Context: an optimization exercise on an open-source flow, tuned for small area. The choices shown serve that exercise and are no tape-out recipe. The RTL was checked by simulation tests, not by an equivalence proof against the original design. No activity file was given, so power comes from the tool's default toggle rates.

==> trial 61: inputs <==
// network_frontend_top
module network_frontend_top (
    input  logic       clk125m,
    input  logic       reset_pulse,         
    input  logic       pll_locked,
    input  logic       pcs_resetdone,       
    input  logic       user_tx_valid,       
    input  logic [7:0] user_tx_data,        
    input  logic       stack_full,          
    output logic       pll_reset,
    output logic       pcs_reset,
    output logic       stack_reset,
    output logic       mdc,                 
    output logic       mdio_out,            
    output logic       init_done,           
    output logic       user_full,
    output logic       stack_tx_valid,      
    output logic [7:0] stack_tx_data        
);
    net_pkg::tx_beat_t    user_tx;
    net_pkg::net_resets_t resets;
    net_pkg::mdio_pins_t  mdio;
    net_pkg::tx_beat_t    stack_tx;
    assign user_tx.valid = user_tx_valid;
    assign user_tx.data  = user_tx_data;
    network_frontend u_network_frontend (
        .clk125m       (clk125m),
        .reset_pulse   (reset_pulse),
        .pll_locked    (pll_locked),
        .pcs_resetdone (pcs_resetdone),
        .user_tx       (user_tx),
        .stack_full    (stack_full),
        .resets        (resets),
        .mdio          (mdio),
  ...
==> module tx_prefifo, before the edit <==
module tx_prefifo #(
    parameter int unsigned FIFO_DEPTH  = 64,          
    parameter int unsigned ALMOST_FULL = 32           
) (
    input  logic              clk125m,
    input  logic              reset_pulse,
    input  net_pkg::tx_beat_t user_tx,                
    input  logic              stack_full,             
    output logic              user_full,              
    output net_pkg::tx_beat_t stack_tx                
);
    localparam int PTR_W = (FIFO_DEPTH > 1) ? $clog2(FIFO_DEPTH) : 1;
    localparam int CNT_W = $clog2(FIFO_DEPTH + 1);
    localparam logic [CNT_W-1:0] CNT_FULL = CNT_W'(FIFO_DEPTH);
    localparam logic [CNT_W-1:0] CNT_AF   = CNT_W'(ALMOST_FULL);
    logic [8*FIFO_DEPTH-1:0] sr;
    logic [CNT_W-1:0]        count;
    logic                    push;
    logic                    pop;
    logic                    out_valid;
    assign push = user_tx.valid && (count != CNT_FULL);
    assign pop  = (count != '0) && !stack_full;
    always_ff @(posedge clk125m) begin
        if (push) begin
            sr <= {sr[8*FIFO_DEPTH-9:0], user_tx.data};
        end
    end
    always_ff @(posedge clk125m) begin
        if (reset_pulse) begin
            count <= '0;
        end else begin
            case ({push, pop})
                2'b10:   count <= count + 1'b1;
                2'b01:   count <= count - 1'b1;
                default: count <= count;
            endcase
        end
    end
    assign user_full = (count >= CNT_AF);
    always_ff @(posedge clk125m) begin
        if (reset_pulse) begin
            out_valid <= 1'b0;
        end else begin
            out_valid <= pop;
        end
    end
    assign stack_tx.valid = out_valid;
    logic [7:0] sel_lo;
    logic [7:0] sel_hi;
    logic [7:0] grp [8];
    always_comb begin
        for (int i = 0; i < 8; i++) begin
            sel_lo[i] = (count[2:0] == 3'(i));
            sel_hi[i] = (count[5:3] == 3'(i));
        end
    end
    for (genvar g = 0; g < 8; g++) begin : g_rd
        tx_prefifo_sel8 u_sel (
            .d   (sr[64*g +: 64]),
            .sel (sel_lo),
            .q   (grp[g])
        );
    end
    tx_prefifo_sel8 u_sel_hi (
        .d   ({grp[7], grp[6], grp[5], grp[4], grp[3], grp[2], grp[1], grp[0]}),
        .sel (sel_hi),
        .q   (stack_tx.data)
    );
endmodule
==> module tx_prefifo_sel8, before the edit <==
module tx_prefifo_sel8 (
    input  logic [63:0] d,
    input  logic [7:0]  sel,
    output logic [7:0]  q
);
    always_comb begin
        q = '0;
        for (int i = 0; i < 8; i++) begin
            q = q | (d[8*i +: 8] & {8{sel[i]}});
        end
    end
endmodule
export LEC_CHECK = 0
export CAP_MARGIN = 20
export CORE_MARGIN = 2
export CORE_UTILIZATION = 60
export PLACE_DENSITY = 0.75
export SLEW_MARGIN = 20
create_clock -name core_clock -period 8.0 [get_ports {clk125m}]
standard.sh (not shown) runs the stock make flow with config.mk's settings and CLKGATE_MAP_FILE= SYNTH_SCRIPT=/design/flow/synth_recipe.tcl, a recipe that flattens the netlist after the stock synthesis.
==> flow/flow/run.sh <==
#!/bin/bash
# Own layout flow: the standard ORFS flow (standard.sh) with three changes:
#  - synthesis maps the logic with an area-oriented ABC script (flow/abc_area.script);
#    everything else in synthesis, flip-flop mapping included, is the standard script
#  - port buffers are the smallest buffer cell
#  - clock tree sinks are clustered more coarsely, without dummy loads
#  - placement repair keeps nets at 64 pins or fewer (flow/max_fanout.tcl)
# Each tool's output goes to a log in this folder.
set -euo pipefail
W=$(pwd)
F=$W/flow

# standard synth.tcl with the abc script swapped
sed 's|^  log_cmd abc {\*}\$abc_args|  lset abc_args 1 '"$F"'/abc_area.script\n  log_cmd abc {*}$abc_args|' \
    "$FLOW_HOME/scripts/synth.tcl" > "$W/own_synth_body.tcl"
grep -q "abc_area.script" "$W/own_synth_body.tcl"
sed 's|source \$::env(SCRIPTS_DIR)/synth.tcl|source '"$W"'/own_synth_body.tcl|' \
    "$W/synth_recipe.tcl" > "$W/own_synth.tcl"
grep -q "own_synth_body.tcl" "$W/own_synth.tcl"

CTS="-sink_clustering_enable -repair_clock_nets -sink_clustering_size 10 -sink_clustering_max_diameter 40 -buf_list sky130_fd_sc_hd__clkbuf_4 -dont_use_dummy_load"

bash "$W/standard.sh" \
    SYNTH_SCRIPT="$W/own_synth.tcl" \
    BUFFER_PORTS_ARGS="-buffer_cell sky130_fd_sc_hd__buf_1" \
    CTS_ARGS="$CTS" \
    PRE_GLOBAL_PLACE_TCL="$F/max_fanout.tcl" \
    finish > "$W/orfs_make.log" 2>&1
test -s "$W/out/final.def"
==> flow/flow/abc_area.script <==
&get -n
&st
&syn2
&dch
&nf -R 1000 -p -F 8 -A 8 -C 32
&put
topo
dnsize -c
==> flow/flow/max_fanout.tcl <==
set_max_fanout 64 [current_design]
==> trial 40 (differences from trial 61) <==
--- a/flow/design.v
+++ b/flow/design.v
@@ -194,35 +194,14 @@
     end
     assign stack_tx.valid = out_valid;
-    logic [7:0] sel_lo;
-    logic [7:0] sel_hi;
-    logic [7:0] grp [8];
+    logic [FIFO_DEPTH-1:0] rd_sel;
     always_comb begin
-        for (int i = 0; i < 8; i++) begin
-            sel_lo[i] = (count[2:0] == 3'(i));
-            sel_hi[i] = (count[5:3] == 3'(i));
+        for (int i = 0; i < FIFO_DEPTH; i++) begin
+            rd_sel[i] = (count[PTR_W-1:0] == PTR_W'(i));
         end
     end
-    for (genvar g = 0; g < 8; g++) begin : g_rd
-        tx_prefifo_sel8 u_sel (
-            .d   (sr[64*g +: 64]),
-            .sel (sel_lo),
-            .q   (grp[g])
-        );
-    end
-    tx_prefifo_sel8 u_sel_hi (
-        .d   ({grp[7], grp[6], grp[5], grp[4], grp[3], grp[2], grp[1], grp[0]}),
-        .sel (sel_hi),
-        .q   (stack_tx.data)
-    );
-endmodule
-module tx_prefifo_sel8 (
-    input  logic [63:0] d,
-    input  logic [7:0]  sel,
-    output logic [7:0]  q
-);
     always_comb begin
-        q = '0;
-        for (int i = 0; i < 8; i++) begin
-            q = q | (d[8*i +: 8] & {8{sel[i]}});
+        stack_tx.data = '0;
+        for (int i = 0; i < FIFO_DEPTH; i++) begin
+            stack_tx.data = stack_tx.data | (sr[8*i +: 8] & {8{rd_sel[i]}});
         end
     end
--- a/flow/flow/run.sh
+++ b/flow/flow/run.sh
@@ -5,5 +5,4 @@
 #  - port buffers are the smallest buffer cell
 #  - clock tree sinks are clustered more coarsely, without dummy loads
-#  - placement repair keeps nets at 64 pins or fewer (flow/max_fanout.tcl)
 # Each tool's output goes to a log in this folder.
 set -euo pipefail
@@ -25,5 +24,4 @@
     BUFFER_PORTS_ARGS="-buffer_cell sky130_fd_sc_hd__buf_1" \
     CTS_ARGS="$CTS" \
-    PRE_GLOBAL_PLACE_TCL="$F/max_fanout.tcl" \
     finish > "$W/orfs_make.log" 2>&1
 test -s "$W/out/final.def"
removed: flow/flow/max_fanout.tcl
==> PnR_summary.wiki <==
{| class="wikitable"
! Metric !! Value
|-
| Dpl cells || 1507
|-
| Initial core utilization || 61.3%
|-
| Final HPWL DP || 30.7 mm
|-
| Status || timing/DRC/antenna clean
|-
| Layout cells sized above 1 || 6.14%
|-
| Worst Hold Slack || 272 ps
|-
| Part of the power in registers || 63.5%
|-
| Die Area || 0.0339 mm^2
|-
| Synth Cell Area || 0.0195 mm^2
|-
| Weighted congestion at the end of routability-driven global placement || 1.02
|-
| Worst endpoint data arrival time || 4000 ps
|-
| Worst reg-to-reg setup slack || 3320 ps
|-
| Total Wirelength || 45.9 mm
|-
| Power dissipated in the clock network || 1.23 mW
|-
| Critical Path Slowest Stage Cell || sky130_fd_sc_hd__or2_0
|}
That was trial 40.
==> PnR_summary.wiki <==
{| class="wikitable"
! Metric !! Value
|-
| Status || timing/DRC/antenna clean
|-
| Layout cells sized above 1 || 8.59%
|-
| Critical Path Slowest Stage Cell || sky130_fd_sc_hd__and3_2
|-
| Die Area || 0.0336 mm^2
|-
| Initial core utilization || 61.0%
|-
| Worst endpoint data arrival time || 3590 ps
|-
| Total Wirelength || 38.5 mm
|-
| Final HPWL DP || 20.5 mm
|-
| Synth Cell Area || 0.0193 mm^2
|-
| Part of the power in registers || 59.8%
|-
| Weighted congestion at the end of routability-driven global placement || 0.773
|-
| Worst Hold Slack || 334 ps
|-
| Power dissipated in the clock network || 1.20 mW
|-
| Dpl cells || 1454
|-
| Cell depth of the worst min-delay path || 0
|}
That was trial 61.

[afterwards: timing with drivers on the ports]
No port has a modelled driver above. Below, the same layouts with a new extraction and two added sets of constraints. Step 1 (the two cells are an assumption about what drives the block):
set clk [get_ports {clk125m}]
set_driving_cell -lib_cell sky130_fd_sc_hd__clkbuf_16 $clk
set_driving_cell -lib_cell sky130_fd_sc_hd__buf_2 [delete_from_list [all_inputs] $clk]
Step 2 moves the port delays by t, midway between the first and last clock arrival at a register: inputs arrive t later, outputs are due t later. That takes back most of the time a late clock gives input paths. Three values: no drivers, after step 1, after step 2; two values: the first two.
run | t, ns | slack for setup (ns) | latest minus earliest clock arrival (ns) | slew at the worst register clock pin (ns) | pins driven straight from the clock port
trial 61 | 0.721 | 2.806 / 2.760 / 3.481 | 0.106 / 0.106 | 0.11 / 0.11 | 1
trial 40 | 0.738 | 2.399 / 2.356 / 3.094 | 0.100 / 0.100 | 0.11 / 0.11 | 1
After both steps every run listed still meets setup and hold.
